From an optimization exercise on the open Yosys and OpenROAD flow, aimed at small area; shortcuts taken in it are not production practice. Function was checked by simulation only, so behaviour that the tests miss may differ from the original. Power figures rest on the tool's default switching activity, not on a simulated workload.

// reg_file_param
module reg_file_param #(
  parameter int XLEN = 32,
  parameter int NREGS = 32,
  parameter int NRD = 2,
  parameter int ZERO_REG = 1,
  parameter int BYPASS = 1,
  localparam int AW = $clog2(NREGS)
) (
  input  logic                clk,
  input  logic                rst_n,
  input  logic [NRD-1:0]      rd_en,
  input  logic [NRD*AW-1:0]   rd_addr,
  output logic [NRD*XLEN-1:0] rd_data,
  output logic [NRD-1:0]      rd_busy,
  input  logic                wr_en,
  input  logic [AW-1:0]       wr_addr,
  input  logic [XLEN-1:0]     wr_data,
  input  logic                iss_en,
  input  logic [AW-1:0]       iss_addr
);
For scale: about 3600 cells after synthesis, about 1100 flip-flops, ~43000 um^2 of cells after synthesis.
export LEC_CHECK = 0
export CAP_MARGIN = 20
export CORE_MARGIN = 2
export CORE_UTILIZATION = 50
export CTS_BUF_LIST = sky130_fd_sc_hd__clkbuf_4 sky130_fd_sc_hd__clkbuf_8
export CTS_CLUSTER_DIAMETER = 50
export CTS_CLUSTER_SIZE = 20
export GPL_ROUTABILITY_DRIVEN = 1
export GPL_TIMING_DRIVEN = 0
export SLEW_MARGIN = 20
export SYNTH_HIERARCHICAL = 1
create_clock -name core_clock -period 5.0 [get_ports {clk}]
standard.sh (not shown) runs the stock make flow with config.mk's settings and CLKGATE_MAP_FILE= SYNTH_SCRIPT=/design/flow/synth_recipe.tcl, a recipe that flattens the netlist after the stock synthesis.
==> flow/flow/run.sh <==
#!/bin/bash
# Standard synthesis unchanged, then the standard ORFS layout with smaller port
# buffers, no big buffers for repair and no CTS dummy loads.
set -euo pipefail
here=$PWD
bash standard.sh synth > synth_stage.log 2>&1
PLAT_DONT_USE="sky130_fd_sc_hd__probe_p_8 sky130_fd_sc_hd__probec_p_8 sky130_fd_sc_hd__lpflow_bleeder_1 sky130_fd_sc_hd__lpflow_clkbufkapwr_1 sky130_fd_sc_hd__lpflow_clkbufkapwr_16 sky130_fd_sc_hd__lpflow_clkbufkapwr_2 sky130_fd_sc_hd__lpflow_clkbufkapwr_4 sky130_fd_sc_hd__lpflow_clkbufkapwr_8 sky130_fd_sc_hd__lpflow_clkinvkapwr_1 sky130_fd_sc_hd__lpflow_clkinvkapwr_16 sky130_fd_sc_hd__lpflow_clkinvkapwr_2 sky130_fd_sc_hd__lpflow_clkinvkapwr_4 sky130_fd_sc_hd__lpflow_clkinvkapwr_8 sky130_fd_sc_hd__lpflow_decapkapwr_12 sky130_fd_sc_hd__lpflow_decapkapwr_3 sky130_fd_sc_hd__lpflow_decapkapwr_4 sky130_fd_sc_hd__lpflow_decapkapwr_6 sky130_fd_sc_hd__lpflow_decapkapwr_8 sky130_fd_sc_hd__lpflow_inputiso0n_1 sky130_fd_sc_hd__lpflow_inputiso0p_1 sky130_fd_sc_hd__lpflow_inputiso1n_1 sky130_fd_sc_hd__lpflow_inputiso1p_1 sky130_fd_sc_hd__lpflow_inputisolatch_1 sky130_fd_sc_hd__lpflow_isobufsrc_1 sky130_fd_sc_hd__lpflow_isobufsrc_16 sky130_fd_sc_hd__lpflow_isobufsrc_2 sky130_fd_sc_hd__lpflow_isobufsrc_4 sky130_fd_sc_hd__lpflow_isobufsrc_8 sky130_fd_sc_hd__lpflow_isobufsrckapwr_16 sky130_fd_sc_hd__lpflow_lsbuf_lh_hl_isowell_tap_1 sky130_fd_sc_hd__lpflow_lsbuf_lh_hl_isowell_tap_2 sky130_fd_sc_hd__lpflow_lsbuf_lh_hl_isowell_tap_4 sky130_fd_sc_hd__lpflow_lsbuf_lh_isowell_4 sky130_fd_sc_hd__lpflow_lsbuf_lh_isowell_tap_1 sky130_fd_sc_hd__lpflow_lsbuf_lh_isowell_tap_2 sky130_fd_sc_hd__lpflow_lsbuf_lh_isowell_tap_4"
EXTRA="sky130_fd_sc_hd__buf_8 sky130_fd_sc_hd__buf_12 sky130_fd_sc_hd__buf_16 sky130_fd_sc_hd__bufbuf_8 sky130_fd_sc_hd__bufbuf_16 sky130_fd_sc_hd__bufinv_8 sky130_fd_sc_hd__bufinv_16 sky130_fd_sc_hd__inv_12 sky130_fd_sc_hd__inv_16 sky130_fd_sc_hd__clkinv_16 sky130_fd_sc_hd__clkbuf_16"
bash standard.sh \
  "DONT_USE_CELLS=$PLAT_DONT_USE $EXTRA" \
  DONT_BUFFER_PORTS=1 \
  "PRE_GLOBAL_PLACE_TCL=$here/flow/pre_gpl.tcl" \
  "CTS_ARGS=-sink_clustering_enable -repair_clock_nets -dont_use_dummy_load -buf_list {sky130_fd_sc_hd__clkbuf_4 sky130_fd_sc_hd__clkbuf_8} -sink_clustering_size 20 -sink_clustering_max_diameter 50" \
  finish > layout_stage.log 2>&1
==> flow/flow/pre_gpl.tcl <==
# Port buffers: a buffer on every input and output port, in small cells.
buffer_ports -inputs -buffer_cell sky130_fd_sc_hd__buf_2
buffer_ports -outputs -buffer_cell sky130_fd_sc_hd__buf_1
The first run went through all stages and came out clean.
Then changed:
--- a/flow/config.mk
+++ b/flow/config.mk
@@ -8 +8 @@
-export CAP_MARGIN = 20
+export CAP_MARGIN = 10
@@ -10 +10 @@
-export CORE_UTILIZATION = 50
+export CORE_UTILIZATION = 55
@@ -16 +16 @@
-export SLEW_MARGIN = 20
+export SLEW_MARGIN = 10
Result:
- power went down by about 0.3%
- routed wire length hardly moves
- synthesized cell count stays the same
- via count climbs by 2.1%
- first-iteration DRC count rises by about 17%
- sequential power hardly moves
- final cell count drops by 2.2%

[re-timing with driven ports]
The flow's constraints put no driver on any port. The routed layouts listed below were extracted and timed again, unchanged, in two steps. Step 1: set_driving_cell puts a clkbuf_16 on clk and a buf_2 on each other input, an assumption about the parent block. Step 2 times the ports against the registers' clock, not the clock port: input delays grow and output delays shrink by t, the midpoint of the rising clock arrivals with the driver on. Three values: ideal ports, drivers, drivers and shift; two values: the first two.
| run | shift t [ns] | setup slack, ns | worst hold slack (ns) | clock arrival spread, ns |
|---|---|---|---|---|
| the first run | 0.857 | 0.179 / 0.226 / -0.630 | 0.488 / 0.488 / 0.488 | 0.134 / 0.135 |
| the second run | 0.856 | 0.645 / 0.687 / -0.169 | 0.025 / -0.009 / 0.496 | 0.118 / 0.117 |
With both steps, setup timing fails in the first run and the second run, where it was met with ideal ports. The setup slack of the second run, which loses most, moves by +0.042 ns with the drivers and by -0.814 ns with both steps.
